From an optimization exercise on the open Yosys and OpenROAD flow, aimed at small area; shortcuts taken in it are not production practice.
Where RTL was checked, it was by simulation tests only, not by an equivalence proof against the original.
Only the layout flow was run in runs 1 and 7; the RTL was not checked for function there.
No activity file was given, so power comes from the tool's default toggle rates. No driver is modelled on the clock port, so clocking that relies on it looks cheaper here than on a real chip.

`flow/design.v`:
```
`default_nettype none
module dcache_top (
  input  logic        CLK,
  input  logic        nRST,
  input  logic        cpu_ren,
  input  logic        cpu_wen,
  input  logic        cpu_halt,
  input  logic [31:0] cpu_addr,
  input  logic [31:0] cpu_store,
  output logic        cpu_hit,
  output logic [31:0] cpu_load,
  output logic        cpu_flushed,
  output logic        mem_ren,
  output logic        mem_wen,
  output logic [31:0] mem_addr,
  output logic [31:0] mem_store,
  input  logic        dwait,
  input  logic [31:0] dload
);
  localparam logic [3:0] IDLE    = 4'b0000;
  localparam logic [3:0] WB0     = 4'b0100;
  localparam logic [3:0] WB1     = 4'b0101;
  localparam logic [3:0] FILL0   = 4'b0010;
  localparam logic [3:0] FILL1   = 4'b0011;
  localparam logic [3:0] FCHK    = 4'b1000;
  localparam logic [3:0] FW0     = 4'b1100;
  localparam logic [3:0] FW1     = 4'b1101;
  localparam logic [3:0] FLUSHED = 4'b1001;
  logic [3:0]  state_q, state_d;
  logic [3:0]  cnt_q, cnt_d;    
  logic        st_flush, st_wen, st_ren, st_second, st_idle;
  assign st_flush  = state_q[3];
  assign st_wen    = state_q[2];
  assign st_ren    = state_q[1];
  assign st_second = state_q[0];
  assign st_idle   = (state_q == IDLE);
  logic [25:0] req_tag;
  logic [2:0]  req_index;
  logic        req_word;
  logic        req;
  assign req_tag   = cpu_addr[31:6];
  assign req_index = cpu_addr[5:3];
  assign req_word  = cpu_addr[2];
  assign req       = cpu_ren | cpu_wen;
  logic [15:0]       valid_q;    
  logic [15:0]       dirty_q;
  logic [15:0][25:0] tag_q;
  logic [7:0]        lru_q;      
  logic [31:0][31:0] data_q;     
  logic [2:0]  idx;
  assign idx = st_flush ? cnt_q[3:1] : req_index;
  function automatic logic sel8(input logic [7:0] x, input logic [7:0] oh);
    sel8 = ((x[0] & oh[0]) | (x[1] & oh[1]) | (x[2] & oh[2])) |
           ((x[3] & oh[3]) | (x[4] & oh[4]) | (x[5] & oh[5])) |
           ((x[6] & oh[6]) | (x[7] & oh[7]));
  endfunction
  logic [7:0]  set_oh;
  logic        v0, v1, d0, d1, lru;
  logic [25:0] t0, t1;
  always_comb
  begin
    for (int i = 0; i < 8; i++)
      set_oh[i] = (idx == 3'(i));
    v0  = sel8(valid_q[7:0], set_oh);
    v1  = sel8(valid_q[15:8], set_oh);
    d0  = sel8(dirty_q[7:0], set_oh);
    d1  = sel8(dirty_q[15:8], set_oh);
    lru = sel8(lru_q, set_oh);
    for (int b = 0; b < 26; b++)
    begin
      t0[b] = sel8({tag_q[7][b], tag_q[6][b], tag_q[5][b], tag_q[4][b],
                    tag_q[3][b], tag_q[2][b], tag_q[1][b], tag_q[0][b]}, set_oh);
      t1[b] = sel8({tag_q[15][b], tag_q[14][b], tag_q[13][b], tag_q[12][b],
                    tag_q[11][b], tag_q[10][b], tag_q[9][b], tag_q[8][b]}, set_oh);
    end
  end
  logic m0, m1, hit;
  assign m0  = v0 && (t0 == req_tag);
  assign m1  = v1 && (t1 == req_tag);
  assign hit = m0 | m1;
  logic way;
  assign way = st_idle ? m1 : cnt_q[0];
  logic victim_way, need_wb;
  assign victim_way = !v0 ? 1'b0 : !v1 ? 1'b1 : lru;
  assign need_wb    = v0 && v1 && (lru ? d1 : d0);
  logic        rd_word;
  logic [31:0] rd_data;
  assign rd_word = st_wen ? st_second : req_word;
  logic [15:0]          word_oh;
  logic [1:0][5:0][31:0] grp;
  logic [1:0][31:0]     way_data;
  always_comb
  begin
    for (int i = 0; i < 16; i++)
      word_oh[i] = set_oh[i[3:1]] & (rd_word == i[0]);
    for (int w = 0; w < 2; w++)
    begin
      for (int k = 0; k < 6; k++)
      begin
        grp[w][k] = '0;
        for (int j = 0; j < 3; j++)
          if (3 * k + j < 16)
            grp[w][k] = grp[w][k] | (data_q[16 * w + 3 * k + j] & {32{word_oh[3 * k + j]}});
      end
      way_data[w] = (grp[w][0] | grp[w][1]) | (grp[w][2] | grp[w][3]) | (grp[w][4] | grp[w][5]);
    end
  end
  assign rd_data = way ? way_data[1] : way_data[0];
  logic [25:0] sel_tag;
  assign sel_tag = cnt_q[0] ? t1 : t0;
  assign cpu_load    = rd_data;
  assign mem_store   = rd_data;
  assign mem_ren     = st_ren;
  assign mem_wen     = st_wen;
  assign cpu_flushed = (state_q == FLUSHED);
  assign mem_addr    = {st_wen ? sel_tag : req_tag, idx,
                        st_wen ? st_second : (req_word ^ st_second), 2'b00};
  logic hit_now;
  assign hit_now = st_idle && req && hit;
  assign cpu_hit = hit_now || (st_ren && st_second && !dwait);
  logic        we;
  logic        wr_word;
  logic [31:0] wr_data;
  assign we      = st_ren || (hit_now && cpu_wen);
  assign wr_word = req_word ^ st_second;
  assign wr_data = (cpu_wen && !st_second) ? cpu_store : dload;
  logic [15:0] line_sel;
  for (genvar l = 0; l < 16; l++)
  begin : g_sel
    assign line_sel[l] = ({way, idx} == 4'(l));
  end
  for (genvar l = 0; l < 16; l++)
  begin : g_line
    always_ff @(posedge CLK, negedge nRST)
    begin
      if (!nRST)
        valid_q[l] <= 1'b0;
      else if (line_sel[l] && we)
        valid_q[l] <= 1'b1;
      else if (line_sel[l] && st_flush)
        valid_q[l] <= 1'b0;
    end
    always_ff @(posedge CLK)
    begin
      if (line_sel[l] && we)
      begin
        dirty_q[l] <= cpu_wen;
        tag_q[l]   <= req_tag;
      end
    end
    for (genvar w = 0; w < 2; w++)
    begin : g_word
      always_ff @(posedge CLK)
      begin
        if (line_sel[l] && we && wr_word == 1'(w))
          data_q[{l, 1'(w)}] <= wr_data;
      end
    end
  end
  for (genvar s = 0; s < 8; s++)
  begin : g_lru
    always_ff @(posedge CLK)
    begin
      if (idx == 3'(s) && (hit_now || st_ren))
        lru_q[s] <= !way;
    end
  end
  always_ff @(posedge CLK, negedge nRST)
  begin
    if (!nRST)
      state_q <= IDLE;
    else
      state_q <= state_d;
  end
  always_ff @(posedge CLK)
  begin
    cnt_q <= cnt_d;
  end
  logic line_done;
  assign line_done = (state_q == FCHK && !(cnt_q[0] ? v1 && d1 : v0 && d0))
                  || (state_q == FW1 && !dwait);
  always_comb
  begin
    state_d = state_q;
    cnt_d   = cnt_q;
    case (state_q)
      IDLE:
      begin
        cnt_d = {3'b000, req && victim_way};
        if (req)
        begin
          if (!hit)
            state_d = need_wb ? WB0 : FILL0;
        end
        else if (cpu_halt)
          state_d = FCHK;
      end
      WB0:     if (!dwait) state_d = WB1;
      WB1:     if (!dwait) state_d = FILL0;
      FILL0:   if (!dwait) state_d = FILL1;
      FILL1:   if (!dwait) state_d = IDLE;
      FCHK:    if (!line_done) state_d = FW0;
      FW0:     if (!dwait) state_d = FW1;
      FW1:     ;  
      FLUSHED: state_d = FLUSHED;
      default: state_d = IDLE;
    endcase
    if (line_done)
    begin
      cnt_d   = cnt_q + 4'd1;
      state_d = (cnt_q == 4'd15) ? FLUSHED : FCHK;
    end
  end
endmodule
`default_nettype wire
```
`flow/flow/run.sh`:
```
#!/bin/bash
# Own layout flow: the standard ORFS flow (standard.sh) with two changes to
# synthesis, which otherwise runs synth_recipe.tcl unchanged:
#  - yosys synth also gets -noabc (no generic ABC pass before mapping), so the
#    RTL's and-or structure reaches the final mapping;
#  - the final ABC mapping uses flow/abc_amap.script (area-oriented).
# Extra make variables (port buffer cell, CTS options) come from flow/extra.mk.
# Every tool's output goes to a log of its own in this folder.
set -euo pipefail
W=$PWD
{
  cat <<'TCL'
# map combinational logic with flow/abc_amap.script instead of ORFS's script
proc abc {args} {
  set i [lsearch -exact $args -script]
  if {$i >= 0} { lset args [expr {$i + 1}] $::env(FLOW_ABC_SCRIPT) }
  yosys abc {*}$args
}
TCL
  sed 's/yosys synth -nofsm -noshare /yosys synth -nofsm -noshare -noabc /' synth_recipe.tcl
} > own_synth.tcl
grep -q -- '-nofsm -noshare -noabc' own_synth.tcl
export FLOW_ABC_SCRIPT=$W/flow/abc_amap.script
EXTRA=(SYNTH_SCRIPT=$W/own_synth.tcl)
if [[ -f flow/extra.mk ]]; then
  while read -r line; do [[ -n "$line" ]] && EXTRA+=("$line"); done < flow/extra.mk
fi
bash standard.sh "${EXTRA[@]}" synth > synth.log 2>&1
bash standard.sh "${EXTRA[@]}" finish > layout.log 2>&1
```
`flow/flow/abc_amap.script`:
```
strash
dch
amap
```
`flow/flow/extra.mk`:
```
BUFFER_PORTS_ARGS=-buffer_cell sky130_fd_sc_hd__buf_1
CTS_ARGS=-sink_clustering_enable -repair_clock_nets -dont_use_dummy_load -buf_list sky130_fd_sc_hd__clkbuf_16 -sink_clustering_size 30 -sink_clustering_max_diameter 80
```
`flow/standard.sh`:
```
#!/bin/bash
# synth_recipe.tcl (not shown) runs the flow's synth.tcl, then flattens the netlist and writes it again
# the make line also repeats each setting of config.mk as NAME=value (left out here)
make -C /OpenROAD-flow-scripts/flow DESIGN_CONFIG=/design/flow/config.mk WORK_HOME=/design/flow/orfs CLKGATE_MAP_FILE= SYNTH_SCRIPT=/design/flow/synth_recipe.tcl "${@:-finish}"
```
`flow/config.mk`:
```
export PLATFORM = sky130hd
export DESIGN_NAME = dcache_top
export DESIGN_NICKNAME = dcache_top
export VERILOG_FILES = /design/flow/design.v
export SDC_FILE = /design/flow/constraint.sdc
export NUM_CORES = 4
export LEC_CHECK = 0
export ABC_AREA = 1
export CAP_MARGIN = 5
export CORE_MARGIN = 2
export CORE_UTILIZATION = 65
export PLACE_DENSITY = 0.75
export SLEW_MARGIN = 5
```
`flow/constraint.sdc`:
```
create_clock -name core_clock -period 12.0 [get_ports {CLK}]
set_input_delay 2.4000 -clock core_clock [delete_from_list [all_inputs] [get_ports {CLK}]]
set_output_delay 2.4000 -clock core_clock [all_outputs]
set_load 0.01 [all_outputs]
```
==> results.py, run 1 <==
metrics = {
    "outcome": {
        "status": "finished clean",
    },
    "clock_network": {
        "clock-sinks": 1488,
        "htree_levels": 2,
        "postCtsHoldBufs": 0,
        "clockBufferDepth": 3,
        "post_cts_resized": 0,
        "cts_tree": "built",
        "clockRootBuffer": "clkbuf_16",
        "cts_made_buffers": 56,
        "clk_latency_ps": 690,
        "postCtsSetupRepairBufs": 0,
        "path_clk_slew_ps": 110,
    },
    "worst_setup_path": {
        "worstPathMaxFanout": 28,
        "path_class": "in -> out",
        "cp.required_ps": 9600,
        "crit_arrival_ps": 8620,
        "cp-start-kind": "input pin",
        "crit_path_end_kind": "output pin",
    },
    "floorplan": {
        "chipWidth_um": 291,
        "start_util": 0.655,
        "coreArea_sq_um": 82000,
        "ioPinCount": 202,
        "fp-row-count": 105,
        "die_h_um": 291,
        "die_area_sq_um": 85000,
    },
    "routing": {
        "drtAntennaViolNets": 0,
        "drt_iter0_drc": 6724,
        "routed_wl_um": 144000,
        "drc_errors": 0,
        "num_vias": 31800,
        "viasPerCell": 7.61,
        "dr.pass1.iters": 10,
        "routedWlPerCell_um": 34.5,
    },
    "power_and_ir_drop": {
        "p_leak_nw": 17.7,
        "vdd_drop_max_mv": 0.202,
        "powerDensity_nw_per_um2": 208,
        "p_total_mw": 12.2,
    },
    "synthesis": {
        "synth_commonest_cells": "edfxtp_1 (1468), a222oi_1 (376), nand2_1 (144)",
        "synth_edf_count": 1468,
        "syn_area_per_cell_sq_um": 19.5,
        "synth_flop_cell": "edfxtp_1",
        "synth_cell_type_count": 39,
        "syn-cell-area_sq_um": 53700,
        "synth.largest_area_cell": "edfxtp_1",
        "synth.top_cell.area_share": 0.821,
        "netlist_instances": 2761,
        "synth_warnings": 1,
        "ys_seq_area_frac": 0.830,
        "synth.most_common_cell": "edfxtp_1",
        "synth-async-reset-ratio": 0.0134,
        "synth_seq_cells": 1488,
        "synthTopCellsByArea": "edfxtp_1 (82%), a222oi_1 (7.0%), a22o_1 (1.4%)",
    },
    "hold_path": {
        "worstHoldPathType": "reg -> reg",
    },
    "timing": {
        "min_period_over_period": 0.918,
        "worst_pin_slew_ps": 1220,
        "setup_viol": 0,
        "finalMaxSlewViolations": 0,
        "period_minus_slack_ps": 11020,
        "max_slew_margin": 0.181,
        "hold_viol": 0,
        "skew_ps": 78.2,
        "rsz0062_at_grt": "no",
        "setup-tns-final_ps": 0,
        "fmax_mhz": 90.8,
    },
    "grt": {
        "track_usage": 0.336,
        "grt_overflow": 0,
        "grt_pass1_vias": 31100,
        "grt_start_max_net_pins": 65,
        "antenna_found_initial": 2,
        "grt_pass1_wl_um": 206000,
    },
    "cells_and_area": {
        "layout-drive-gt1-share": 0.0843,
        "nNetsFinal": 3214,
        "syn_to_final_growth_pct": 9.22,
    },
    "place": {
        "place_congestion": 0.848,
        "portBuffers": 197,
        "place.detailed.hpwl_um": 78900,
    },
    "job": {
        "maxCapViolations": 0,
    },
}
==> power by group <==
part	leakage, nW	switching, mW	internal, mW
Sequential	13.5	0.0898	6.24
Clock	0.690	1.40	0.839
Combinational	3.49	2.58	1.08
Total	17.7	4.07	8.16
==> cells in the final DEF (no fill, tap or decap), types with 3 or more instances in the layout <==
cell type / n
a2111o_1: 3
a2111oi_0: 9
a211oi_1: 13
a21oi_1: 28
a221o_1: 20
a221oi_1: 71
a222oi_1: 376
a22o_1: 87
a22oi_1: 17
a31oi_1: 6
a41oi_1: 17
and2_0: 5
and4_1: 14
buf_1: 197
buf_12: 12
buf_4: 115
clkbuf_16: 56
clkinv_1: 78
dfrtp_1: 20
edfxtp_1: 1468
nand2_1: 143
nand3_1: 7
nand4_1: 46
nand4b_1: 4
nor2_1: 61
nor2_4: 48
nor2b_1: 4
nor3_1: 42
nor3_2: 8
nor3_4: 16
nor4_1: 4
o2111ai_1: 11
o211ai_1: 6
o21ai_0: 31
o22ai_1: 34
o32a_1: 9
or4_1: 4
==> worst max-delay path, cell delays in order <==
cell	delay (ps)
buf_1	80
o22ai_1	740
clkinv_1	570
nor3_4	830
a222oi_1	200
nand2_1	100
a221oi_1	70
nor2_1	150
a21oi_1	50
a211oi_1	320
o2111ai_1	210
or4_1	500
a2111o_1	340
nor4_1	460
a21oi_4	270
buf_4	400
a2111oi_0	430
a41oi_1	210
buf_1	220
==> layout make-up <==
cell class | count | area, sq um
Inverter | 80 | 300
Clock buffer | 56 | 1400
Antenna cell | 1 | 2.50
Tap cell | 1070 | 1340
Timing Repair Buffer | 324 | 1840
Sequential cell | 1488 | 44600
Fill cell | 4927 | 23300
Multi-Input combinational cell | 1160 | 9210
==> routing by layer <==
metal | track usage | vias up | part of all wire | wire (um)
met5 | 0 | - | 0.00015 | 22
met3 | 0.0672 | 421 | 0.13 | 19400
met2 | 0.548 | 2713 | 0.48 | 69800
li1 | - | 13000 | - | -
met4 | 0.151 | 4 | 0.048 | 6930
met1 | 0.445 | 15700 | 0.33 | 48000
==> metrics by stage <==
stage                     instance area [sq um]   util  instances  setup WS (ps)  hold slack [ps]
after detailed placement                  57300  0.699       4122           1080              522
after global placement                    57300  0.699       4122           1190              520
after global routing                      58700  0.716       4178            762              559
after floorplan                           53900      -       2762           58.0              505
final                                     58700  0.716       4179            982              540
after CTS                                 58700  0.716       4178           1070              541
==> path summary, 6_finish.rpt <==
kind / from / endpoint / slack (ps) / cells after the start
worst max-delay path: cpu_addr[4] / mem_store[10] / 980 / 19
worst min-delay path: valid_q[11] / valid_q[11] / 540 / 2
worst max register to register: state_q[3] / data_q[442] / 2700 / 23
worst min register to register: valid_q[11] / valid_q[11] / 540 / 2
max in group asynchronous: nRST / state_q[1] / 10020 / 2
min in group asynchronous: nRST / state_q[3] / 1700 / 2
==> cell families after synthesis <==
group,after synthesis,share of synthesized area
AND/OR/NAND/NOR,412,0.0354
flip-flops,1488,0.830
buffers and inverters,114,0.0103
AO/OA/AOI/OAI,744,0.124
adder cells (fa/ha/maj),2,0.000466
other,1,0.0000698
==> flip-flops by register name (all words and copies together) (netlist names) <==
name	cells
state_q	4
tag_q	416
valid_q	16
dirty_q	16
lru_q	8
cnt_q	4
data_q	1024
==> run 2: changes to the inputs <==
--- a/flow/design.v
+++ b/flow/design.v
@@ -88,22 +88,22 @@
   assign rd_word = st_wen ? st_second : req_word;
-  logic [15:0]          word_oh;
-  logic [1:0][5:0][31:0] grp;
-  logic [1:0][31:0]     way_data;
+  logic [3:0]        col_oh;
+  logic [31:0]       word_oh;
+  logic [10:0][31:0] grp;
   always_comb
   begin
-    for (int i = 0; i < 16; i++)
-      word_oh[i] = set_oh[i[3:1]] & (rd_word == i[0]);
-    for (int w = 0; w < 2; w++)
-    begin
-      for (int k = 0; k < 6; k++)
-      begin
-        grp[w][k] = '0;
-        for (int j = 0; j < 3; j++)
-          if (3 * k + j < 16)
-            grp[w][k] = grp[w][k] | (data_q[16 * w + 3 * k + j] & {32{word_oh[3 * k + j]}});
-      end
-      way_data[w] = (grp[w][0] | grp[w][1]) | (grp[w][2] | grp[w][3]) | (grp[w][4] | grp[w][5]);
-    end
-  end
-  assign rd_data = way ? way_data[1] : way_data[0];
+    for (int c = 0; c < 4; c++)
+      col_oh[c] = ({way, rd_word} == 2'(c));
+    for (int i = 0; i < 32; i++)
+      word_oh[i] = set_oh[i[3:1]] & col_oh[{i[4], i[0]}];
+    for (int k = 0; k < 11; k++)
+    begin
+      grp[k] = '0;
+      for (int j = 0; j < 3; j++)
+        if (3 * k + j < 32)
+          grp[k] = grp[k] | (data_q[3 * k + j] & {32{word_oh[3 * k + j]}});
+    end
+  end
+  assign rd_data = ((grp[0] | grp[1]) | (grp[2] | grp[3])) |
+                   ((grp[4] | grp[5]) | (grp[6] | grp[7])) |
+                   ((grp[8] | grp[9]) | grp[10]);
   logic [25:0] sel_tag;
==> flow/flow/extra.mk (replaced) <==
BUFFER_PORTS_ARGS=-buffer_cell sky130_fd_sc_hd__buf_1
CTS_ARGS=-sink_clustering_enable -repair_clock_nets -dont_use_dummy_load -buf_list sky130_fd_sc_hd__clkbuf_16 -sink_clustering_size 30 -sink_clustering_max_diameter 80
GPL_KEEP_OVERFLOW=0.1
==> run 2 against run 1 <==
Still clean on timing, DRC and antenna. Highest routed layer unchanged. Total power up 4.7%. Setup slack worse by 770 ps. Maximum frequency down 6.5%. Critical endpoint is now mem_store[22]. Hold slack better by 22 ps. Combinational power up 15%. Core utilization up 2.1 points. Via count down 0.41%. Non-clock buffer count down 6. Sequential share of layout area down 2.2 points. Critical path depth up 6. Die area about the same.
==> results.py, run 2 <==
metrics = {
    "outcome": {
        "status": "finished clean",
    },
    "grt": {
        "grt_pass1_vias": 31000,
        "antenna_found_initial": 2,
        "grt_start_max_net_pins": 36,
        "grt_overflow": 0,
        "track_usage": 0.328,
        "grt_pass1_wl_um": 203000,
    },
    "worst_setup_path": {
        "crit_arrival_ps": 9390,
        "crit_family": "simple AND/OR/NAND/NOR gates",
        "slowest_stage": "or4_1",
        "ff2ff_setup_slack_ps": 2130,
        "cp-start-kind": "input pin",
        "worstPathMaxFanout": 18,
        "cp.required_ps": 9600,
        "critPathBufInv": 9,
        "crit_path_end_kind": "output pin",
        "crit_top_cell": "buf_16",
        "cpPeakStageDelay_ps": 750,
        "path_class": "in -> out",
    },
    "cells_and_area": {
        "largest_reg_flops": 1024,
        "final_common_cell": "edfxtp_1",
        "stdcell_count": 4215,
        "nNetsFinal": 3250,
        "top_register": "data_q",
        "layout-drive-gt1-share": 0.0906,
        "syn_to_final_growth_pct": 12.3,
        "fillerInstances": 4477,
        "utilization": 0.737,
        "mostFrequentLayoutCells": "edfxtp_1 (1468), a222oi_1 (407), buf_1 (196)",
        "reg_top3": "data_q x1024, tag_q x416",
    },
    "synthesis": {
        "netlist_instances": 2803,
        "synth_edf_count": 1468,
        "ys_seq_area_frac": 0.829,
        "synth_seq_cells": 1488,
        "synth_commonest_cells": "edfxtp_1 (1468), a222oi_1 (407), nor2_1 (161)",
        "synth.most_common_cell": "edfxtp_1",
        "synth_flop_cell": "edfxtp_1",
        "syn-cell-area_sq_um": 53800,
        "synth_cell_type_count": 40,
        "synth_warnings": 1,
        "synthTopCellsByArea": "edfxtp_1 (82%), a222oi_1 (7.6%), nor2_1 (1.1%)",
        "synth-async-reset-ratio": 0.0134,
        "synth.top_cell.area_share": 0.820,
        "syn_area_per_cell_sq_um": 19.2,
        "synth.largest_area_cell": "edfxtp_1",
    },
    "hold_path": {
        "worstHoldPathType": "reg -> reg",
    },
    "place": {
        "placed_cells": 4145,
        "place.detailed.hpwl_um": 90700,
        "portBuffers": 197,
        "place_congestion": 0.895,
    },
    "timing": {
        "rsz0062_at_grt": "no",
        "setup-tns-final_ps": 0,
        "worst_pin_slew_ps": 1330,
        "period_minus_slack_ps": 11790,
        "fmax_mhz": 84.8,
        "max_slew_margin": 0.0922,
        "hold_viol": 0,
        "finalMaxSlewViolations": 0,
        "min_period_over_period": 0.982,
        "setup_viol": 0,
        "skew_ps": 31.0,
    },
    "floorplan": {
        "coreArea_sq_um": 82000,
        "fp-row-count": 105,
        "start_util": 0.656,
        "ioPinCount": 202,
        "die_area_sq_um": 85000,
        "die_h_um": 292,
        "chipWidth_um": 292,
    },
    "routing": {
        "highest_layer": "met5",
        "drt_iter0_drc": 6099,
        "routedWlPerCell_um": 33.7,
        "wl_met1_um": 47900,
        "num_vias": 31700,
        "met3_wirelength_um": 17000,
        "dr.pass1.iters": 9,
        "drc_errors": 0,
        "viasPerCell": 7.51,
        "routed_wl_um": 142000,
        "drtAntennaViolNets": 0,
        "met2_length_um": 69500,
    },
    "clock_network": {
        "clockRootBuffer": "clkbuf_16",
        "cts_made_buffers": 56,
        "cts_tree": "built",
        "postCtsHoldBufs": 0,
        "path_clk_slew_ps": 100,
        "htree_levels": 2,
        "clockBufferDepth": 3,
        "clock-sinks": 1488,
        "clk_latency_ps": 670,
    },
    "power_and_ir_drop": {
        "p_leak_nw": 18.2,
        "vdd_drop_max_mv": 0.231,
        "powerDensity_nw_per_um2": 212,
        "p_total_mw": 12.8,
    },
    "job": {
        "maxCapViolations": 0,
    },
}
## run 2: changes by cell type after synthesis, moves of 9 or more
| cell | change |
|---|---|
| a221oi_1 | -23 |
| a221o_1 | -13 |
| o32a_1 | -9 |
| or4_1 | +13 |
| nand2_1 | -34 |
| a22o_1 | -22 |
| a41oi_1 | -17 |
| o22ai_1 | +26 |
| nand3b_1 | +14 |
| a2111oi_0 | +9 |
| nor3_1 | -50 |
| nor2_1 | +52 |
| clkinv_1 | +72 |
| a222oi_1 | +31 |
## run 2: per-stage QoR
| stage | hold slack (ps) | cell area (sq um) | setup WS, ps |
|---|---|---|---|
| floorplan | 502 | 53900 | 113 |
| global placement | 515 | 55700 | -5900 |
| detailed placement | 535 | 58800 | -1870 |
| CTS | 551 | 60300 | 13.0 |
| global route | 571 | 60400 | 89.0 |
| finish | 562 | 60400 | 211 |
## run 2: worst paths after layout
kind	from	to	cells after the start
max	cpu_addr[3]	mem_store[22]	25
min	valid_q[6]	valid_q[6]	2
max reg2reg	state_q[3]	data_q[359]	22
min reg2reg	valid_q[6]	valid_q[6]	2
max in group asynchronous	nRST	state_q[2]	1
min in group asynchronous	nRST	valid_q[0]	1
## run 2: area by class of cell
cell class                      count  area, sq um  area share
Antenna cell                        1         2.50   0.0000414
Sequential cell                  1488        44600       0.738
Clock buffer                       56         1400      0.0232
Tap cell                         1070         1340      0.0222
Multi-Input combinational cell   1130         9160       0.152
Timing Repair Buffer              318         3330      0.0552
Inverter                          152          578     0.00957
## run 2: logic make-up (layout without fill, tap and decap cells)
kind of cell / count (synthesis) / count (layout) / share of synthesized area
buf+inv: 186 / 526 / 0.0154
other cells: 1 / 3 / 0.0000697
fa+ha+maj: 2 / 2 / 0.000465
simple gates: 409 / 409 / 0.0361
compound gates: 717 / 717 / 0.119
flops: 1488 / 1488 / 0.829
## run 2: report_power, final
group / total (mW) / internal [mW] / switching (mW)
logic: 4.21 / 1.32 / 2.89
registers: 6.34 / 6.22 / 0.125
clock network: 2.24 / 0.839 / 1.40
## run 2: repair_timing
| action | in CTS | in global routing |
|---|---|---|
| pin swaps | 5 | 1 |
| setup buffers | 7 | 3 |
| gates cloned | 0 | 0 |
| gates resized for setup | 15 | 3 |
| endpoints found under the setup margin | 64 | 54 |
## run 2: worst min-delay path: cells and delay by family, from the launching register on
family | cells | cell delay (ps)
buffers and inverters | 1 | 60
AOI/OAI and AO/OA | 1 | 70
DFF | 1 | 390
## run 2: layer usage
layer	global-route usage	vias to the layer above
met1	0.441	15700
met5	0	-
li1	-	13000
met3	0.0470	392
met2	0.544	2652
met4	0.148	4
==> run 3: changes to the inputs <==
==> flow/flow/abc_amap.script (replaced) <==
strash
dch
amap
topo
stime -c
upsize -c
dnsize -c
==> flow/flow/extra.mk (replaced) <==
BUFFER_PORTS_ARGS=-buffer_cell sky130_fd_sc_hd__buf_1
CTS_ARGS=-sink_clustering_enable -repair_clock_nets -dont_use_dummy_load -buf_list sky130_fd_sc_hd__clkbuf_16 -sink_clustering_size 30 -sink_clustering_max_diameter 80
==> run 3 against run 2 <==
Still clean on timing, DRC and antenna. Setup slack better by 280 ps. Count of clock-buffer cells in the layout up 1. Synthesized cell count unchanged. Hold slack worse by 20 ps. Final area down 2.9%. Maximum frequency up 2.4%. Register-to-register slack better by 1300 ps. Core utilization down 2.3 points.
==> results.py, run 3 <==
metrics = {
    "clock_network": {
        "htree_levels": 2,
        "clockBufferDepth": 3,
        "cts_made_buffers": 57,
        "clockRootBuffer": "clkbuf_16",
        "clk_latency_ps": 690,
        "post_cts_resized": 0,
        "cts_tree": "built",
        "clock-sinks": 1488,
        "postCtsSetupRepairBufs": 0,
        "path_clk_slew_ps": 110,
        "postCtsHoldBufs": 0,
    },
    "power_and_ir_drop": {
        "p_leak_nw": 17.7,
        "power_frac_clock": 0.181,
        "p_switching_mw": 4.28,
        "power_frac_seq": 0.506,
        "powerDensity_nw_per_um2": 213,
        "vdd_drop_max_mv": 0.295,
        "p_int_mw": 8.19,
        "comb_power_share": 0.313,
        "swShare": 0.343,
    },
    "worst_setup_path": {
        "path_class": "in -> out",
        "crit_path_end_kind": "output pin",
        "reg2regPathDepth": 22,
        "r2r_end": "data_q[759]",
        "cp.required_ps": 9600,
        "ff2ff_setup_slack_ps": 3400,
        "crit_end": "cpu_load[3]",
        "cp-start-kind": "input pin",
        "crit_arrival_ps": 9110,
        "critPathLaunch": "cpu_addr[4]",
        "worstPathMaxFanout": 19,
        "worstReg2RegStart": "state_q[3]",
    },
    "synthesis": {
        "synth_warnings": 1,
        "synth_edf_count": 1468,
        "synth_flop_cell": "edfxtp_1",
        "synth_cell_type_count": 46,
        "synth_commonest_cells": "edfxtp_1 (1468), a222oi_1 (407), clkinv_1 (147), nor2_1 (147), nand2_1 (110)",
        "synth-async-reset-ratio": 0.0134,
        "synth.largest_area_cell": "edfxtp_1",
        "synth_seq_cells": 1488,
        "syn-cell-area_sq_um": 53900,
        "synth.most_common_cell": "edfxtp_1",
        "synth.top_cell.area_share": 0.817,
        "syn_area_per_cell_sq_um": 19.2,
        "ys_seq_area_frac": 0.827,
        "synthTopCellsByArea": "edfxtp_1 (82%), a222oi_1 (7.6%), a22o_1 (1.1%)",
        "netlist_instances": 2803,
    },
    "cells_and_area": {
        "nNetsFinal": 3243,
        "final_common_cell": "edfxtp_1",
        "syn_to_final_growth_pct": 8.73,
        "top_register": "data_q",
        "utilization": 0.714,
        "reg_top3": "data_q x1024, tag_q x416",
        "mostFrequentLayoutCells": "edfxtp_1 (1468), a222oi_1 (407), buf_1 (197)",
        "largest_reg_flops": 1024,
        "diodes": 0,
        "layout-drive-gt1-share": 0.0858,
    },
    "timing": {
        "max_slew_margin": 0.105,
        "fmax_mhz": 86.9,
        "rsz0062_at_grt": "no",
        "setup-tns-final_ps": 0,
        "skew_ps": 62.9,
        "setup_viol": 0,
        "worst_pin_slew_ps": 1340,
        "hold_viol": 0,
        "finalMaxSlewViolations": 0,
        "period_minus_slack_ps": 11510,
        "min_period_over_period": 0.959,
        "timing.final.ws_setup_ps": 491,
    },
    "grt": {
        "grt_pass1_wl_um": 197000,
        "antenna_found_initial": 0,
        "grt_start_max_net_pins": 62,
        "grt_pass1_vias": 30400,
        "track_usage": 0.318,
        "grt_overflow": 0,
    },
    "job": {
        "maxCapViolations": 0,
    },
    "outcome": {
        "status": "finished clean",
    },
    "routing": {
        "num_vias": 31100,
        "drc_errors": 0,
        "routedWlPerCell_um": 32.6,
        "dr.pass1.iters": 9,
        "viasPerCell": 7.38,
        "drt_iter0_drc": 5766,
        "drtAntennaViolNets": 0,
        "routed_wl_um": 137000,
    },
    "place": {
        "place_congestion": 0.843,
        "portBuffers": 197,
        "place_ws_ps": 533,
        "place.detailed.hpwl_um": 79000,
    },
    "floorplan": {
        "chipWidth_um": 292,
        "die_area_sq_um": 85300,
        "fp-row-count": 105,
        "coreArea_sq_um": 82100,
        "die_h_um": 292,
        "start_util": 0.657,
        "ioPinCount": 202,
    },
    "hold_path": {
        "hold_depth": 2,
        "worstHoldPathType": "reg -> reg",
    },
}
run 3: worst max-delay path: stages:
cell and delay, ps:
buf_1 80, o22ai_2 460, inv_2 220, nor3_4 690, buf_4 280, a222oi_1 80, nand2_1 110, a221oi_1 70
nand2_1 110, o21ai_1 100, a211oi_1 270, o2111ai_1 320, or4_1 630, or3_1 460, o22ai_4 190, inv_2 160
nand2_1 290, nor2_2 270, buf_4 330, a222oi_1 420, nand4_1 240, or4_1 710, buf_1 180
run 3: layout make-up:
class / instances / area (sq um)
clock buffers: 57 / 1430
fillers: 4800 / 23500
inverters: 152 / 571
multi-input cells: 1130 / 9000
flip-flops and latches: 1488 / 44600
well taps: 1070 / 1340
repair buffers: 310 / 1710
run 3: metal layers:
metal	GRT usage	part of all wire	vias to the layer above	wire (um)
met4	0.135	0.044	0	6020
met3	0.0429	0.11	289	15100
li1	-	-	12900	-
met2	0.535	0.50	2280	68000
met5	0	0	-	0
met1	0.424	0.35	15600	47900
run 3: logic make-up (layout without fill, tap and decap cells):
family	count (synthesis)	after routing	synth area share
AOI/OAI and AO/OA	717	717	0.119
adders and majority gates	2	2	0.000464
buffers and inverters	186	519	0.0153
DFF	1488	1488	0.827
other	1	2	0.0000695
and+or+nand+nor	409	409	0.0384
run 3: how the worst min path moves through the flow:
stage | startpoint | endpoint | slack [ps]
floorplan | valid_q[14] | valid_q[14] | 500
global placement | valid_q[12] | valid_q[12] | 520
detailed placement | valid_q[12] | valid_q[12] | 520
CTS | valid_q[12] | valid_q[12] | 540
global route | valid_q[0] | valid_q[0] | 560
finish | valid_q[12] | valid_q[12] | 540
run 3: power groups by stage:
stage	clock network [mW]	registers [mW]	logic (mW)
floorplan	0	6.41	2.28
global placement	0	6.40	3.76
detailed placement	0	6.42	3.85
CTS	2.27	6.30	3.87
global route	2.42	6.32	4.12
finish	2.26	6.31	3.90
run 3: stage by stage:
step                power (mW)  instances  area [sq um]  hold slack, ps
finish                    12.5       4207         58600             542
global route              12.9       4207         58600             555
CTS                       12.4       4207         58600             544
detailed placement        10.3       4150         57200             525
global placement          10.2       4150         57200             518
floorplan                 8.69       2804         53900             502
==> run 4: changes to the inputs <==
==> flow/flow/abc_amap.script (replaced) <==
strash
dch
amap
topo
buffer -c -N 16
upsize -c
dnsize -c
==> run 4 against run 3 <==
First-iteration DRC count increased by 10%. Setup slack improved by 190 ps. Maximum frequency increased by 1.7%. Final area increased by 0.39%. Largest power group unchanged. Highest routed layer unchanged.
==> results.py, run 4 <==
metrics = {
    "routing": {
        "viasPerCell": 7.49,
        "drt_iter0_drc": 6347,
        "routed_wl_um": 143000,
        "drc_errors": 0,
        "drtAntennaViolNets": 0,
        "dr.pass1.iters": 9,
        "num_vias": 31600,
        "routedWlPerCell_um": 34.0,
    },
    "timing": {
        "setup-tns-final_ps": 0,
        "setup_viol": 0,
        "rsz0062_at_grt": "no",
        "max_slew_margin": 0.149,
        "period_minus_slack_ps": 11320,
        "hold_viol": 0,
        "finalMaxSlewViolations": 0,
        "timing.final.ws_setup_ps": 682,
        "min_period_over_period": 0.943,
        "skew_ps": 95.3,
        "worst_pin_slew_ps": 1280,
        "fmax_mhz": 88.4,
    },
    "grt": {
        "grt_overflow": 0,
        "track_usage": 0.331,
        "antenna_found_initial": 0,
        "grt_pass1_wl_um": 205000,
        "grt_pass1_vias": 31100,
        "grt_start_max_net_pins": 62,
    },
    "synthesis": {
        "netlist_instances": 2906,
        "synth_flop_cell": "edfxtp_1",
        "synth-async-reset-ratio": 0.0134,
        "synth_cell_type_count": 51,
        "ys_seq_area_frac": 0.821,
        "synth_seq_cells": 1488,
        "syn_area_per_cell_sq_um": 18.7,
        "synth_commonest_cells": "edfxtp_1 (1468), a222oi_1 (407), nor2_1 (161)",
        "synth_edf_count": 1468,
        "synth_warnings": 1,
        "synthTopCellsByArea": "edfxtp_1 (81%), a222oi_1 (7.5%), nor2_1 (1.1%)",
        "synth.top_cell.area_share": 0.812,
        "synth.largest_area_cell": "edfxtp_1",
        "synth.most_common_cell": "edfxtp_1",
        "syn-cell-area_sq_um": 54300,
    },
    "cells_and_area": {
        "final_common_cell": "edfxtp_1",
        "reg_top3": "data_q x1024, tag_q x416",
        "layout-drive-gt1-share": 0.0924,
        "nNetsFinal": 3256,
        "mostFrequentLayoutCells": "edfxtp_1 (1468), a222oi_1 (407), buf_1 (196)",
        "top_register": "data_q",
        "syn_to_final_growth_pct": 8.44,
        "largest_reg_flops": 1024,
    },
    "worst_setup_path": {
        "worstPathMaxFanout": 19,
        "crit_arrival_ps": 8920,
        "crit_path_end_kind": "output pin",
        "cp-start-kind": "input pin",
        "path_class": "in -> out",
        "cp.required_ps": 9600,
    },
    "clock_network": {
        "clock-sinks": 1488,
        "postCtsHoldBufs": 0,
        "clockBufferDepth": 3,
        "postCtsSetupRepairBufs": 0,
        "clockRootBuffer": "clkbuf_16",
        "path_clk_slew_ps": 110,
        "cts_made_buffers": 57,
        "post_cts_resized": 0,
        "htree_levels": 2,
        "clk_latency_ps": 710,
        "cts_tree": "built",
    },
    "place": {
        "place_congestion": 0.871,
        "place.detailed.hpwl_um": 80600,
        "place_ws_ps": 758,
        "portBuffers": 197,
    },
    "job": {
        "maxCapViolations": 0,
    },
    "outcome": {
        "status": "finished clean",
    },
    "hold_path": {
        "worstHoldPathType": "reg -> reg",
    },
    "floorplan": {
        "start_util": 0.659,
        "die_h_um": 293,
        "chipWidth_um": 293,
        "ioPinCount": 202,
        "die_area_sq_um": 85800,
        "coreArea_sq_um": 82400,
        "fp-row-count": 105,
    },
    "power_and_ir_drop": {
        "vdd_drop_max_mv": 0.269,
        "p_leak_nw": 18.3,
        "powerDensity_nw_per_um2": 210,
        "p_total_mw": 12.4,
    },
}
-- run 4: worst paths after layout --
check | slack, ps | to | start | cells after the start
setup / recovery | 680 | cpu_load[27] | cpu_addr[4] | 24
hold / removal | 560 | valid_q[12] | valid_q[12] | 2
setup reg to reg | 4050 | data_q[608] | state_q[3] | 22
hold reg to reg | 560 | valid_q[12] | valid_q[12] | 2
max in group asynchronous | 9880 | state_q[1] | nRST | 1
min in group asynchronous | 1730 | valid_q[13] | nRST | 1
-- run 4: cell families after synthesis --
kind of cell,share of synthesized area
and+or+nand+nor,0.0364
adders and majority gates,0.000461
DFF,0.821
buffers and inverters,0.0234
AOI/OAI and AO/OA,0.118
other,0.0000691
-- run 4: final cells by class --
type / count / area (sq um)
well taps: 1070 / 1340
multi-input cells: 1130 / 9110
diodes: 1 / 2.50
clock buffers: 57 / 1430
inverters: 152 / 573
repair buffers: 323 / 1820
fillers: 4875 / 23500
flip-flops and latches: 1488 / 44600
-- run 4: critical path, cell delays in order --
cell	delay, ps
buf_1	80
o22ai_2	420
inv_2	200
nor3_4	790
buf_12	240
a222oi_1	110
nand2_1	100
a221oi_1	70
nor2_1	150
a21oi_1	60
a211oi_1	320
o2111ai_1	190
nor2_1	170
o2111ai_1	310
or3_1	560
o22ai_4	250
inv_4	120
nand2_1	340
nor2_4	230
buf_4	320
a222oi_1	350
nand4_1	210
or4_1	690
buf_1	180
-- run 4: through the flow --
stage	utilization	hold slack (ps)	std cells	instance area (sq um)
final	0.715	557	4221	58900
after global routing	0.715	574	4220	58900
after detailed placement	0.697	537	4163	57400
after floorplan	-	505	2907	54300
after global placement	0.697	522	4163	57400
after CTS	0.715	556	4220	58900
-- run 4: routing by layer --
metal,track usage,vias up,part of all wire
li1,-,13000,-
met1,0.445,15700,0.34
met2,0.533,2574,0.47
met3,0.0659,427,0.13
met4,0.152,0,0.053
met5,0,-,0
-- run 4: where the power goes --
group / internal (mW) / switching [mW]
combinational: 1.12 / 2.69
clock: 0.852 / 1.40
sequential: 6.22 / 0.0849
==> run 5: changes to the inputs <==
==> flow/flow/abc_amap.script (replaced) <==
strash
amap
==> run 5 against run 4 <==
Non-clock buffer count is 17 lower. Clock power hardly changed. Hold slack lost 69 ps. Count of clock-buffer cells in the layout unchanged. Maximum frequency fell by 3.6%. Clock skew fell by 26 ps. Register-to-register slack lost 690 ps. Global-route usage is 1.2 points lower. Combinational power is 19% lower. Total power down 7.6%. Via count is essentially flat.
==> results.py, run 5 <==
metrics = {
    "worst_setup_path": {
        "crit_path_end_kind": "output pin",
        "path_class": "in -> out",
        "ff2ff_setup_slack_ps": 3360,
        "r2r_end": "data_q[347]",
        "crit_arrival_ps": 9350,
        "worstReg2RegStart": "state_q[3]",
        "cp-start-kind": "input pin",
        "reg2regPathDepth": 22,
        "cp.required_ps": 9600,
        "worstPathMaxFanout": 20,
    },
    "routing": {
        "dr.pass1.iters": 7,
        "viasPerCell": 7.48,
        "num_vias": 31600,
        "drt_iter0_drc": 6245,
        "routedWlPerCell_um": 32.3,
        "drtAntennaViolNets": 0,
        "drc_errors": 0,
        "routed_wl_um": 137000,
    },
    "hold_path": {
        "worstHoldEndpoint": "valid_q[12]",
        "worstHoldPathType": "reg -> reg",
        "hold_start": "valid_q[12]",
        "hold_depth": 2,
    },
    "grt": {
        "grt_overflow": 0,
        "grt_start_max_net_pins": 61,
        "grt_pass1_vias": 30700,
        "track_usage": 0.320,
        "antenna_found_initial": 2,
        "grt_pass1_wl_um": 199000,
    },
    "synthesis": {
        "synth_commonest_cells": "edfxtp_1 (1468), a222oi_1 (434), clkinv_1 (169)",
        "syn_area_per_cell_sq_um": 19.0,
        "synth_edf_count": 1468,
        "synthTopCellsByArea": "edfxtp_1 (82%), a222oi_1 (8.1%), clkinv_1 (1.2%)",
        "synth.largest_area_cell": "edfxtp_1",
        "synth_flop_cell": "edfxtp_1",
        "synth-async-reset-ratio": 0.0134,
        "syn-cell-area_sq_um": 53800,
        "ys_seq_area_frac": 0.829,
        "synth_seq_cells": 1488,
        "synth_warnings": 1,
        "netlist_instances": 2828,
        "synth_cell_type_count": 30,
        "synth.most_common_cell": "edfxtp_1",
        "synth.top_cell.area_share": 0.819,
    },
    "timing": {
        "worst_hold_slack_ps": 488,
        "worst_pin_slew_ps": 1330,
        "timing.final.ws_setup_ps": 254,
        "max_slew_margin": 0.111,
        "finalMaxSlewViolations": 0,
        "setup-tns-final_ps": 0,
        "min_period_over_period": 0.979,
        "period_minus_slack_ps": 11750,
        "skew_ps": 69.8,
        "rsz0062_at_grt": "no",
        "fmax_mhz": 85.1,
        "setup_viol": 0,
        "hold_viol": 0,
    },
    "clock_network": {
        "clk_latency_ps": 680,
        "cts_made_buffers": 57,
        "path_clk_slew_ps": 70,
        "cts_tree": "built",
        "clockRootBuffer": "clkbuf_16",
        "htree_levels": 2,
        "postCtsHoldBufs": 0,
        "clockBufferDepth": 3,
        "postCtsSetupRepairBufs": 0,
        "clock-sinks": 1488,
    },
    "cells_and_area": {
        "reg_top3": "data_q x1024, tag_q x416",
        "diodes": 0,
        "nNetsFinal": 3264,
        "top_register": "data_q",
        "fillerInstances": 4850,
        "mostFrequentLayoutCells": "edfxtp_1 (1468), a222oi_1 (434), buf_1 (196)",
        "syn_to_final_growth_pct": 8.92,
        "final_common_cell": "edfxtp_1",
        "layout-drive-gt1-share": 0.0820,
        "largest_reg_flops": 1024,
    },
    "floorplan": {
        "coreArea_sq_um": 82000,
        "die_area_sq_um": 85100,
        "ioPinCount": 202,
        "die_h_um": 292,
        "start_util": 0.656,
        "chipWidth_um": 292,
        "fp-row-count": 105,
    },
    "place": {
        "place_congestion": 0.890,
        "place_ws_ps": 57.7,
        "portBuffers": 197,
        "place.detailed.hpwl_um": 78800,
    },
    "job": {
        "maxCapViolations": 0,
    },
    "power_and_ir_drop": {
        "powerDensity_nw_per_um2": 195,
        "p_leak_nw": 17.7,
        "vdd_drop_max_mv": 0.238,
    },
    "outcome": {
        "status": "finished clean",
    },
}
==> run 5: cell count changes after synthesis, moves of 20 or more <==
cell      delta
a21oi_1     -27
a222oi_1    +27
a22o_1      -33
a22oi_1     +44
buf_1       -39
buf_2       -34
clkbuf_1    -28
clkinv_1   +168
inv_1      -143
nand4_1     +36
nor2_1      -34
o21ai_0     +20
o22ai_1     +35
or4_1       +30
==> run 5: report_power, final <==
group	switching (mW)	leakage (nW)	internal, mW
Sequential	0.0545	13.5	6.01
Clock	1.40	0.702	0.853
Combinational	2.21	3.49	0.882
==> run 5: per-stage QoR <==
step           utilization  power, mW  std cells  cell area (sq um)
6_report             0.715       11.4       4228              58600
5_1_grt              0.715       11.8       4228              58600
4_1_cts              0.714       11.4       4226              58500
3_5_place_dp         0.697       9.21       4169              57100
3_3_place_gp         0.697       9.11       4169              57100
2_1_floorplan            -       7.96       2829              53800
==> run 5: critical path: stages <==
cell,delay (ps)
buf_1,90
a22oi_2,300
clkinv_1,200
buf_4,220
nand2_1,180
nor2_4,150
buf_4,270
a222oi_1,320
nand2_1,110
a221oi_1,320
o22ai_1,160
or4_1,610
or4_1,690
nor3_1,390
a22oi_1,150
buf_4,220
nand2_1,150
buf_4,230
nor2_2,200
buf_4,310
a222oi_1,420
nand4_1,290
or4_1,740
buf_1,190
==> run 5: worst max-delay path by stage <==
stage	from	endpoint	slack, ps
after global placement	cpu_addr[3]	mem_store[3]	250
final	cpu_addr[3]	mem_store[2]	250
after detailed placement	cpu_addr[3]	mem_store[15]	60
after floorplan	cpu_addr[5]	mem_store[0]	70
after CTS	cpu_addr[3]	mem_store[15]	7
after global routing	cpu_addr[3]	mem_store[2]	20
==> run 5: logic make-up after synthesis <==
family,share of synthesized area
xor+xnor,0.000163
flops,0.829
compound gates,0.116
fa+ha+maj,0.000465
other cells,0.0000697
buf+inv,0.0165
simple gates,0.0378
==> run 5: final cells by class <==
cell class                      count  area (sq um)  area share
Timing Repair Buffer              306          1720      0.0294
Inverter                          169           634      0.0108
Clock buffer                       57          1430      0.0243
Sequential cell                  1488         44600       0.761
Multi-Input combinational cell   1138          8890       0.152
Tap cell                         1070          1340      0.0228
==> run 5: timing repair <==
action | CTS | global route
hold endpoints to repair | 0 | 0
gates resized for setup | 0 | 4
setup endpoints to repair | 0 | 62
==> run 5: layer usage <==
layer / up-vias / wire length (um) / global-route usage
met5: - / 8 / 0
met4: 2 / 7030 / 0.135
met3: 383 / 16300 / 0.0441
met2: 2546 / 67600 / 0.533
met1: 15600 / 45700 / 0.430
li1: 13100 / - / -
==> run 6: changes to the inputs <==
==> flow/flow/abc_amap.script (replaced) <==
strash
dch
amap
==> run 6 against run 5 <==
Combinational power up 26%. Die area hardly changed. Critical path depth fell by 2. Clock power is essentially flat. Register-to-register slack lost 530 ps. Flip-flop and latch count unchanged. Count of clock-buffer cells in the layout unchanged. Non-clock buffer count decreased by 21. Final area fell by 0.19%. Routed wire length decreased by 0.44%. Sequential power grew 4.0%. Synthesized cell count fell by 0.88%.
==> results.py, run 6 <==
metrics = {
    "synthesis": {
        "synth.top_cell.area_share": 0.820,
        "synth.largest_area_cell": "edfxtp_1",
        "synthTopCellsByArea": "edfxtp_1 (82%), a222oi_1 (7.6%), nor2_1 (1.1%)",
        "netlist_instances": 2803,
        "synth_warnings": 1,
        "ys_seq_area_frac": 0.829,
        "synth_cell_type_count": 40,
        "synth.most_common_cell": "edfxtp_1",
        "synth_edf_count": 1468,
        "synth-async-reset-ratio": 0.0134,
        "syn-cell-area_sq_um": 53800,
        "synth_flop_cell": "edfxtp_1",
        "synth_seq_cells": 1488,
        "synth_commonest_cells": "edfxtp_1 (1468), a222oi_1 (407), nor2_1 (161)",
        "syn_area_per_cell_sq_um": 19.2,
    },
    "worst_setup_path": {
        "crit_path_end_kind": "output pin",
        "path_class": "in -> out",
        "crit_arrival_ps": 9080,
        "cp-start-kind": "input pin",
        "worstPathMaxFanout": 43,
        "cp.required_ps": 9600,
    },
    "cells_and_area": {
        "syn_to_final_growth_pct": 8.77,
        "nNetsFinal": 3218,
        "mostFrequentLayoutCells": "edfxtp_1 (1468), a222oi_1 (407), buf_1 (197)",
        "largest_reg_flops": 1024,
        "final_common_cell": "edfxtp_1",
        "layout-drive-gt1-share": 0.0758,
        "reg_top3": "data_q x1024, tag_q x416",
        "top_register": "data_q",
        "fillerInstances": 4884,
    },
    "timing": {
        "setup-tns-final_ps": 0,
        "hold_viol": 0,
        "min_period_over_period": 0.956,
        "setup_viol": 0,
        "fmax_mhz": 87.1,
        "worst_pin_slew_ps": 1310,
        "max_slew_margin": 0.124,
        "worst_hold_slack_ps": 543,
        "timing.final.ws_setup_ps": 524,
        "finalMaxSlewViolations": 0,
        "skew_ps": 83.9,
        "period_minus_slack_ps": 11480,
        "rsz0062_at_grt": "no",
    },
    "clock_network": {
        "post_cts_resized": 0,
        "clockRootBuffer": "clkbuf_16",
        "clk_latency_ps": 690,
        "cts_tree": "built",
        "postCtsSetupRepairBufs": 0,
        "clockBufferDepth": 3,
        "clock-sinks": 1488,
        "cts_made_buffers": 57,
        "path_clk_slew_ps": 110,
        "htree_levels": 2,
        "postCtsHoldBufs": 0,
    },
    "routing": {
        "drtAntennaViolNets": 0,
        "viasPerCell": 7.41,
        "drt_iter0_drc": 6112,
        "routedWlPerCell_um": 32.5,
        "dr.pass1.iters": 9,
        "routed_wl_um": 136000,
        "num_vias": 31000,
        "drc_errors": 0,
    },
    "floorplan": {
        "die_h_um": 292,
        "ioPinCount": 202,
        "start_util": 0.656,
        "coreArea_sq_um": 82000,
        "die_area_sq_um": 85000,
        "chipWidth_um": 292,
        "fp-row-count": 105,
    },
    "place": {
        "place_ws_ps": 626,
        "place.detailed.hpwl_um": 75900,
        "place_congestion": 0.874,
        "portBuffers": 197,
    },
    "power_and_ir_drop": {
        "powerDensity_nw_per_um2": 213,
        "p_leak_nw": 17.6,
        "vdd_drop_max_mv": 0.307,
    },
    "grt": {
        "grt_start_max_net_pins": 49,
        "grt_pass1_wl_um": 196000,
        "grt_overflow": 0,
        "antenna_found_initial": 1,
        "grt_pass1_vias": 30500,
        "track_usage": 0.316,
    },
    "outcome": {
        "status": "finished clean",
    },
    "hold_path": {
        "worstHoldPathType": "reg -> reg",
    },
    "job": {
        "maxCapViolations": 0,
    },
}
run 6: cell types whose count changed in the layout (fill, tap and decap cells not counted), sizes merged, moves of 30 or more:
cell	change
a22o	+33
a22oi	-44
nand4	-36
nor2	+34
o22ai	-31
or4	-30
run 6: metrics by stage:
step,std cells,area (sq um),power [mW],util
after CTS,4182,58500,12.4,0.713
final,4184,58500,12.5,0.713
after detailed placement,4125,57100,10.3,0.696
after global routing,4183,58500,12.9,0.713
after global placement,4125,57100,10.1,0.696
after floorplan,2804,53900,8.67,-
run 6: kinds of logic after synthesis:
group / synth area share
adders and majority gates: 0.000465
and+or+nand+nor: 0.0361
buffers and inverters: 0.0154
AOI/OAI and AO/OA: 0.119
DFF: 0.829
other: 0.0000697
run 6: final timing paths:
check	cells past startpoint	start	slack, ps	endpoint
min reg2reg	2	valid_q[13]	540	valid_q[13]
max in group asynchronous	2	nRST	9980	state_q[2]
max reg2reg	23	state_q[3]	2830	data_q[111]
min in group asynchronous	2	nRST	1740	valid_q[4]
max	22	cpu_addr[5]	520	cpu_load[28]
min	2	valid_q[13]	540	valid_q[13]
run 6: final cells by class:
type	instances	area (sq um)	area share
sequential	1488	44600	0.762
inverter	152	571	0.00976
clock buffer	57	1430	0.0244
multi-input combinational	1130	9060	0.155
tap	1070	1340	0.0229
antenna	2	5.00	0.0000856
timing repair buffer	285	1500	0.0257
run 6: critical path, stage by stage:
cell	delay [ps]
buf_1	70
o22ai_1	220
buf_4	250
nor3_4	60
buf_12	190
a222oi_1	400
nand2_1	100
a221oi_1	360
o21ai_0	140
a211oi_1	270
o2111ai_1	320
or4_1	600
or3_1	430
o22ai_1	220
clkinv_1	430
nand2_1	430
nor2_2	300
buf_4	310
a222oi_1	370
nand4_1	240
or4_1	690
buf_1	180
run 6: layer usage:
metal	global-route usage	vias to the layer above	wire, um
met4	0.124	0	5370
met1	0.424	15500	47400
met3	0.0427	267	15400
met2	0.533	2322	67900
li1	-	12900	-
met5	0	-	0
run 6: where the power goes:
| group | switching (mW) | total [mW] | internal, mW |
|---|---|---|---|
| logic | 2.79 | 3.89 | 1.10 |
| clock network | 1.41 | 2.26 | 0.853 |
| registers | 0.0891 | 6.31 | 6.22 |
==> run 7: changes to the inputs <==
--- a/flow/design.v
+++ b/flow/design.v
@@ -49,2 +49,6 @@
   logic [31:0][31:0] data_q;     
+  logic              phase_q;    
+  logic              pend_q;     
+  logic [3:0]        pend_line_q;
+  logic [31:0]       pend_data_q;
   logic [2:0]  idx;
@@ -88,22 +92,24 @@
   assign rd_word = st_wen ? st_second : req_word;
-  logic [3:0]        col_oh;
-  logic [31:0]       word_oh;
-  logic [10:0][31:0] grp;
+  logic [15:0]          word_oh;
+  logic [1:0][5:0][31:0] grp;
+  logic [1:0][31:0]     way_data;
   always_comb
   begin
-    for (int c = 0; c < 4; c++)
-      col_oh[c] = ({way, rd_word} == 2'(c));
-    for (int i = 0; i < 32; i++)
-      word_oh[i] = set_oh[i[3:1]] & col_oh[{i[4], i[0]}];
-    for (int k = 0; k < 11; k++)
-    begin
-      grp[k] = '0;
-      for (int j = 0; j < 3; j++)
-        if (3 * k + j < 32)
-          grp[k] = grp[k] | (data_q[3 * k + j] & {32{word_oh[3 * k + j]}});
-    end
-  end
-  assign rd_data = ((grp[0] | grp[1]) | (grp[2] | grp[3])) |
-                   ((grp[4] | grp[5]) | (grp[6] | grp[7])) |
-                   ((grp[8] | grp[9]) | grp[10]);
+    for (int i = 0; i < 16; i++)
+      word_oh[i] = set_oh[i[3:1]] & ((rd_word ^ phase_q) == i[0]);
+    for (int w = 0; w < 2; w++)
+    begin
+      for (int k = 0; k < 6; k++)
+      begin
+        grp[w][k] = '0;
+        for (int j = 0; j < 3; j++)
+          if (3 * k + j < 16)
+            grp[w][k] = grp[w][k] | (data_q[16 * w + 3 * k + j] & {32{word_oh[3 * k + j]}});
+      end
+      way_data[w] = (grp[w][0] | grp[w][1]) | (grp[w][2] | grp[w][3]) | (grp[w][4] | grp[w][5]);
+    end
+  end
+  logic fwd;
+  assign fwd     = pend_q && pend_line_q == {way, idx} && rd_word == !phase_q;
+  assign rd_data = fwd ? pend_data_q : way ? way_data[1] : way_data[0];
   logic [25:0] sel_tag;
@@ -150,10 +156,33 @@
     end
-    for (genvar w = 0; w < 2; w++)
-    begin : g_word
-      always_ff @(posedge CLK)
-      begin
-        if (line_sel[l] && we && wr_word == 1'(w))
-          data_q[{l, 1'(w)}] <= wr_data;
-      end
-    end
+    logic direct, pending;
+    assign direct  = line_sel[l] && we && wr_word != phase_q;
+    assign pending = pend_q && pend_line_q == 4'(l);
+    always_ff @(posedge CLK)
+    begin
+      data_q[{l, 1'b1}] <= data_q[{l, 1'b0}];
+      if (direct)
+        data_q[{l, 1'b0}] <= wr_data;
+      else if (pending)
+        data_q[{l, 1'b0}] <= pend_data_q;
+      else
+        data_q[{l, 1'b0}] <= data_q[{l, 1'b1}];
+    end
+  end
+  always_ff @(posedge CLK, negedge nRST)
+  begin
+    if (!nRST)
+    begin
+      phase_q <= 1'b0;
+      pend_q  <= 1'b0;
+    end
+    else
+    begin
+      phase_q <= !phase_q;
+      pend_q  <= we && wr_word == phase_q;
+    end
+  end
+  always_ff @(posedge CLK)
+  begin
+    pend_line_q <= {way, idx};
+    pend_data_q <= wr_data;
   end
==> run 7 against run 6 <==
Still clean. Combinational power increased by about 50%. Count of clock-buffer cells in the layout unchanged. Routed wire length increased by 32%. Global-route usage increased by 11 points. Synthesized cell count increased by 41%. Total power increased by 29%. Flip-flop and latch count increased by 38.
==> results.py, run 7 <==
metrics = {
    "timing": {
        "fmax_mhz": 86.7,
        "setup_viol": 0,
        "timing.final.ws_setup_ps": 468,
        "setup-tns-final_ps": 0,
        "rsz0062_at_grt": "no",
        "period_minus_slack_ps": 11530,
        "skew_ps": 65.7,
        "max_slew_margin": 0.162,
        "worst_pin_slew_ps": 1260,
        "min_period_over_period": 0.961,
        "hold_viol": 0,
        "finalMaxSlewViolations": 0,
    },
    "worst_setup_path": {
        "worstReg2RegStart": "state_q[3]",
        "crit_top_cell": "buf_4",
        "ff2ff_setup_slack_ps": 3100,
        "worstPathMaxFanout": 50,
        "crit_arrival_ps": 9130,
        "crit_family": "compound AO/OA/AOI/OAI gates",
        "slowest_stage": "o221ai_4",
        "critPathBufInv": 8,
        "cp.required_ps": 9600,
        "cpPeakStageDelay_ps": 950,
        "r2r_end": "data_q[389]",
        "crit_chain": "buf_1, o22ai_1, buf_4, clkinv_1, nor3_4, buf_4, buf_4, a221oi_1, nor2_1, a21oi_1, o211ai_1, nand4b_1, nor3_1, a22oi_2, clkinv_4, o221ai_4, buf_12, nor2_1, a21oi_1, buf_1",
        "crit_path_end_kind": "output pin",
        "cp.depth": 20,
        "cp-start-kind": "input pin",
        "reg2regPathDepth": 22,
        "path_class": "in -> out",
    },
    "place": {
        "portBuffers": 197,
        "place_ws_ps": 739,
        "place_congestion": 0.870,
        "place.detailed.hpwl_um": 92100,
        "postPlaceCellArea_sq_um": 54900,
    },
    "cells_and_area": {
        "syn_to_final_growth_pct": 10.3,
        "largest_reg_flops": 1024,
        "final_common_cell": "o22ai_1",
        "mostFrequentLayoutCells": "o22ai_1 (1098), dfxtp_1 (1060), edfxtp_1 (444)",
        "layout-drive-gt1-share": 0.0706,
        "reg_top3": "data_q x1024, tag_q x416, pend_data_q x32",
        "top_register": "data_q",
        "fin_area_sq_um": 56400,
        "nNetsFinal": 4439,
    },
    "power_and_ir_drop": {
        "comb_power_share": 0.363,
        "powerDensity_nw_per_um2": 284,
        "power_frac_seq": 0.491,
        "p_int_mw": 10.0,
        "p_leak_nw": 19.2,
        "p_switching_mw": 6.00,
        "vdd_drop_max_mv": 0.232,
        "power_frac_clock": 0.146,
        "swShare": 0.374,
    },
    "synthesis": {
        "syn_area_per_cell_sq_um": 13.0,
        "synth-async-reset-ratio": 0.0144,
        "synth_commonest_cells": "o22ai_1 (1098), dfxtp_1 (1060), edfxtp_1 (444)",
        "synth_warnings": 1,
        "synth_edf_count": 444,
        "syn-cell-area_sq_um": 51100,
        "synth_flop_cell": "dfxtp_1",
        "synth.most_common_cell": "o22ai_1",
        "synthTopCellsByArea": "dfxtp_1 (42%), edfxtp_1 (26%), o22ai_1 (13%)",
        "synth_seq_cells": 1526,
        "synth.largest_area_cell": "dfxtp_1",
        "netlist_instances": 3946,
        "synth_cell_type_count": 43,
        "synth.top_cell.area_share": 0.415,
        "ys_seq_area_frac": 0.687,
    },
    "outcome": {
        "status": "finished clean",
    },
    "grt": {
        "antenna_found_initial": 1,
        "track_usage": 0.429,
        "grt_pass1_wl_um": 262000,
        "grt_start_max_net_pins": 65,
        "grt_pass1_vias": 41200,
        "grt_overflow": 0,
    },
    "floorplan": {
        "die_area_sq_um": 80900,
        "start_util": 0.659,
        "fp-row-count": 102,
        "coreArea_sq_um": 77600,
        "chipWidth_um": 284,
        "die_h_um": 284,
        "ioPinCount": 202,
    },
    "clock_network": {
        "cts_made_buffers": 57,
        "clk_latency_ps": 710,
        "clockRootBuffer": "clkbuf_16",
        "postCtsSetupRepairBufs": 0,
        "cts_tree": "built",
        "clock-sinks": 1526,
        "path_clk_slew_ps": 110,
        "postCtsHoldBufs": 0,
        "htree_levels": 2,
        "clockBufferDepth": 3,
        "post_cts_resized": 0,
    },
    "hold_path": {
        "hold_start": "data_q[925]",
        "hold_depth": 0,
        "worstHoldEndpoint": "data_q[957]",
        "worstHoldPathType": "reg -> reg",
    },
    "routing": {
        "drc_errors": 0,
        "routedWlPerCell_um": 33.5,
        "drt_iter0_drc": 7759,
        "drtAntennaViolNets": 0,
        "viasPerCell": 7.98,
        "num_vias": 42900,
        "routed_wl_um": 180000,
        "dr.pass1.iters": 13,
    },
    "job": {
        "maxCapViolations": 0,
    },
}
## run 7: stage by stage
step | power, mW | util | hold slack [ps] | instances
6_report | 16.0 | 0.726 | 290 | 5375
5_1_grt | 16.7 | 0.726 | 285 | 5373
4_1_cts | 15.8 | 0.726 | 292 | 5373
3_5_place_dp | 13.6 | 0.708 | 335 | 5316
3_3_place_gp | 13.4 | 0.708 | 327 | 5316
2_1_floorplan | 11.6 | - | 324 | 3947
## run 7: cell families (layout without fill, tap and decap cells)
group	after synthesis	count (layout)	synth area share
fa+ha+maj	2	2	0.000490
buf+inv	170	556	0.0150
other cells	1	4	0.0000734
simple gates	450	450	0.0407
compound gates	1797	1797	0.257
flops	1526	1526	0.687
## run 7: power groups by stage
| stage | logic [mW] | registers, mW | clock network (mW) |
|---|---|---|---|
| finish | 5.82 | 7.87 | 2.34 |
| CTS | 5.66 | 7.82 | 2.32 |
| detailed placement | 5.63 | 7.93 | 0 |
| global route | 6.16 | 8.01 | 2.49 |
| global placement | 5.54 | 7.86 | 0 |
| floorplan | 3.89 | 7.68 | 0 |
## run 7: worst max path at each step
stage           startpoint      endpoint  slack [ps]
3_3_place_gp   cpu_addr[3]  mem_store[0]         820
5_1_grt        cpu_addr[3]   cpu_load[0]         370
6_report       cpu_addr[3]   cpu_load[0]         470
4_1_cts        cpu_addr[3]   cpu_load[0]         720
2_1_floorplan  cpu_addr[4]   data_q[322]          30
3_5_place_dp   cpu_addr[3]   cpu_load[0]         740
## run 7: final cells by class
type	instances	area, sq um
antenna	2	5.00
multi-input combinational	2251	15900
tap	1040	1300
timing repair buffer	363	2150
fill	5468	21200
inverter	136	515
clock buffer	57	1430
sequential	1526	35100
## run 7: worst reg2reg max path, stage by stage (launching register included)
cell and delay (ps):
dfrtp_1 430, clkinv_1 650, o22ai_1 320, buf_4 240, clkinv_1 350, nor3_4 780
buf_4 320, buf_4 220, a221oi_1 150, nor2_1 120, a21oi_1 60, o211ai_1 140
nand4b_1 150, nor3_1 110, a22oi_2 900, clkinv_4 900, nor3_4 370, buf_4 490
clkinv_1 240, nor2_4 120, buf_4 620, inv_2 730, o22ai_1 420
## run 7: layer usage
| layer | track usage | vias to the layer above | wire, um |
|---|---|---|---|
| li1 | - | 17700 | - |
| met1 | 0.556 | 20500 | 62200 |
| met2 | 0.651 | 3788 | 78000 |
| met3 | 0.109 | 874 | 26800 |
| met4 | 0.263 | 0 | 13000 |
| met5 | 0.00298 | - | 0 |

[re-timing with driven ports]
In the flow no input, the clock included, has a driving cell. The finished layouts below were timed again as built, in two steps. Step 1 assumes that a clkbuf_16 drives the clock port and a buf_2 every other input. Step 2 adds t to the input delays and takes it off the output delays; t is the mean of the earliest and latest rising clock arrival at the registers after step 1. Input paths then give back, and output paths get back, about the clock's delay inside the block. Three values: no drivers, after step 1, after step 2; two values: the first two.
run	shift t [ns]	setup WS [ns]	hold slack, ns	worst setup path at the end	cell pins on the clock port's net
run 1	0.722	0.982 / 0.955 / 0.955	0.540 / 0.540 / 0.540	input to output	1
run 2	0.720	0.211 / 0.185 / 0.185	0.562 / 0.562 / 0.562	input to output	1
run 3	0.728	0.491 / 0.466 / 0.466	0.542 / 0.542 / 0.542	input to output	1
run 4	0.722	0.682 / 0.645 / 0.645	0.557 / 0.557 / 0.557	input to output	1
run 5	0.714	0.254 / 0.229 / 0.229	0.488 / 0.488 / 0.488	input to output	1
run 6	0.718	0.524 / 0.502 / 0.502	0.543 / 0.543 / 0.543	input to output	1
run 7	0.740	0.468 / 0.444 / 0.444	0.290 / 0.290 / 0.290	input to output	1
After both steps setup and hold are still met in every run listed. For run 4, which loses most, drivers alone change the setup slack by -0.037 ns; drivers and shift together by -0.037 ns.
